This design comes from an exercise in tuning for small area, a short achievable clock period and few clock cycles per item on the open sky130 flow, not from production work.

## 09-19
## gregorian_date_difference_days
module gregorian_date_difference_days (
  input  logic        clk_i,
  input  logic        rst_ni,
  input  logic        s_axis_tvalid_i,
  output logic        s_axis_tready_o,
  input  logic [71:0] s_axis_tdata_i,
  output logic        m_axis_tvalid_o,
  input  logic        m_axis_tready_i,
  output logic [31:0] m_axis_tdata_o,
  output logic [0:0]  m_axis_tuser_o
);
  logic [15:0] ey, sy;
  logic [3:0]  em, sm;
  logic [4:0]  ed, sd, eh, sh;
  logic [5:0]  emi, smi;
  assign {smi, sh, sd, sm, sy, emi, eh, ed, em, ey} = s_axis_tdata_i;
  logic en, v1_q, v2_q, v3_q;
  assign en = !v3_q || m_axis_tready_i;
  always_ff @(posedge clk_i or negedge rst_ni) begin
    if (!rst_ni) begin
      v1_q <= 1'b0;
      v2_q <= 1'b0;
      v3_q <= 1'b0;
    end else if (en) begin
      v1_q <= s_axis_tvalid_i;
      v2_q <= v1_q;
      v3_q <= v2_q;
    end
  end
  function automatic logic [4:0] month_len(input logic [3:0] mo);
    unique case (mo)
      4'd1, 4'd3, 4'd5, 4'd7, 4'd8, 4'd10, 4'd12: month_len = 5'd31;
      4'd4, 4'd6, 4'd9, 4'd11:                    month_len = 5'd30;
      4'd2:                                       month_len = 5'd28;
      default:                                    month_len = 5'd0;
    endcase
  endfunction
  function automatic logic [8:0] cum_days(input logic [3:0] mo);
    unique case (mo)
      4'd2:    cum_days = 9'd31;
      4'd3:    cum_days = 9'd59;
      4'd4:    cum_days = 9'd90;
      4'd5:    cum_days = 9'd120;
      4'd6:    cum_days = 9'd151;
      4'd7:    cum_days = 9'd181;
      4'd8:    cum_days = 9'd212;
      4'd9:    cum_days = 9'd243;
      4'd10:   cum_days = 9'd273;
      4'd11:   cum_days = 9'd304;
      4'd12:   cum_days = 9'd334;
      default: cum_days = 9'd0;
    endcase
  endfunction
  logic [8:0] ecum, scum, edoy, sdoy;
  assign ecum = cum_days(em);
  assign scum = cum_days(sm);
  ...
Size in the first run: roughly 1500 cells after synthesis, roughly 130 flip-flops, about 15000 µm² of cells after synthesis.
clock: 8.5 ns
lec_check: 0
cap_margin: 20
core_margin: 2
core_utilization: 50
cts_buf_list: sky130_fd_sc_hd__clkbuf_4 sky130_fd_sc_hd__clkbuf_8
slew_margin: 20
synth_hierarchical: 1
synth_minimum_keep_size: 0
standard.sh (not shown) runs the stock make flow with config.mk's settings and CLKGATE_MAP_FILE= SYNTH_SCRIPT=/design/flow/synth_recipe.tcl, a recipe that flattens the netlist after the stock synthesis.
==> flow/flow/run.sh <==
#!/bin/bash
# The standard layout, with the port buffers made from the platform's
# smallest plain buffer instead of the delay buffer the flow picks, and
# without half-adder cells (their logic is left to the gate mapper).
set -euo pipefail
export BUFFER_PORTS_ARGS="-buffer_cell sky130_fd_sc_hd__buf_1"
export DONT_USE_CELLS="sky130_fd_sc_hd__ha_1 sky130_fd_sc_hd__ha_2 sky130_fd_sc_hd__ha_4"
bash standard.sh > standard.log 2>&1
09-19: done, clean on timing, DRC and antenna
> inputs changed (09-19 -> 12-01)
==> flow/flow/run.sh <==
#!/bin/bash
# The standard layout, with the port buffers made from the platform's
# smallest plain buffer instead of the delay buffer the flow picks, and
# without half-adder cells (their logic is left to the gate mapper); the
# platform's own don't-use cells stay excluded.
set -euo pipefail
export BUFFER_PORTS_ARGS="-buffer_cell sky130_fd_sc_hd__buf_1"
DU=" sky130_fd_sc_hd__probe_p_8 sky130_fd_sc_hd__probec_p_8 sky130_fd_sc_hd__lpflow_bleeder_1 sky130_fd_sc_hd__lpflow_clkbufkapwr_1 sky130_fd_sc_hd__lpflow_clkbufkapwr_16 sky130_fd_sc_hd__lpflow_clkbufkapwr_2 sky130_fd_sc_hd__lpflow_clkbufkapwr_4 sky130_fd_sc_hd__lpflow_clkbufkapwr_8 sky130_fd_sc_hd__lpflow_clkinvkapwr_1 sky130_fd_sc_hd__lpflow_clkinvkapwr_16 sky130_fd_sc_hd__lpflow_clkinvkapwr_2 sky130_fd_sc_hd__lpflow_clkinvkapwr_4 sky130_fd_sc_hd__lpflow_clkinvkapwr_8 sky130_fd_sc_hd__lpflow_decapkapwr_12 sky130_fd_sc_hd__lpflow_decapkapwr_3 sky130_fd_sc_hd__lpflow_decapkapwr_4 sky130_fd_sc_hd__lpflow_decapkapwr_6 sky130_fd_sc_hd__lpflow_decapkapwr_8 sky130_fd_sc_hd__lpflow_inputiso0n_1 sky130_fd_sc_hd__lpflow_inputiso0p_1 sky130_fd_sc_hd__lpflow_inputiso1n_1 sky130_fd_sc_hd__lpflow_inputiso1p_1 sky130_fd_sc_hd__lpflow_inputisolatch_1 sky130_fd_sc_hd__lpflow_isobufsrc_1 sky130_fd_sc_hd__lpflow_isobufsrc_16 sky130_fd_sc_hd__lpflow_isobufsrc_2 sky130_fd_sc_hd__lpflow_isobufsrc_4 sky130_fd_sc_hd__lpflow_isobufsrc_8 sky130_fd_sc_hd__lpflow_isobufsrckapwr_16 sky130_fd_sc_hd__lpflow_lsbuf_lh_hl_isowell_tap_1 sky130_fd_sc_hd__lpflow_lsbuf_lh_hl_isowell_tap_2 sky130_fd_sc_hd__lpflow_lsbuf_lh_hl_isowell_tap_4 sky130_fd_sc_hd__lpflow_lsbuf_lh_isowell_4 sky130_fd_sc_hd__lpflow_lsbuf_lh_isowell_tap_1 sky130_fd_sc_hd__lpflow_lsbuf_lh_isowell_tap_2 sky130_fd_sc_hd__lpflow_lsbuf_lh_isowell_tap_4 # # Define fill cells  sky130_fd_sc_hd__ha_1 sky130_fd_sc_hd__ha_2 sky130_fd_sc_hd__ha_4"
bash standard.sh "DONT_USE_CELLS=$DU" finish > standard.log 2>&1
Findings:
12-01 vs 09-19: final instance area down slightly
12-01 ended with less via count of the first global-routing pass than 09-19.
The die extent in x number comes out higher for 09-19 vs 12-01.
Commonest non-fill, non-tap cell in the layout: sky130_fd_sc_hd__xor2_1 -> 12-01, sky130_fd_sc_hd__inv_1 -> 09-19
For worst-case clock skew, 09-19 and 12-01 come out practically identical.
Compared with 09-19, in 12-01 final sequential cell count about even, area after synthesis down 250 µm², layout overhead on the synthesized area fell by 0.36 points, final period utilization shrank by 1.3 points, met2 track utilization from global routing saw a decrease.
No functional check of the RTL was part of any run of this note.

afterwards: timing with drivers on the ports:
In the flow no input, the clock included, has a driving cell. The finished layouts below were timed again as built, in two steps.
Step 1 sets driving cells, clkbuf_16 on the clock port and buf_2 on the other inputs (assumed; they add their load-dependent delay and slew).
Step 2 adds t to the input delays and takes it off the output delays; t is the mean of the earliest and latest rising clock arrival at the registers after step 1. Input paths then give back, and output paths get back, about the clock's delay inside the block.
Three values: ideal, step 1, step 2; two values: the first two.
run	t (ns)	slack for setup (ns)	hold WS [ns]	clock arrival spread, ns	worst data-port slew with drivers (ns)
09-19	0.496	4.183 / 4.183 / 3.857	0.451 / 0.451 / 0.451	0.016 / 0.016	0.04
12-01	0.497	4.291 / 4.291 / 4.172	0.426 / 0.426 / 0.426	0.017 / 0.018	0.04
After both steps setup and hold are still met in every run listed. The setup slack of 09-19, which loses most, moves by 0.000 ns with the drivers and by -0.326 ns with both steps.
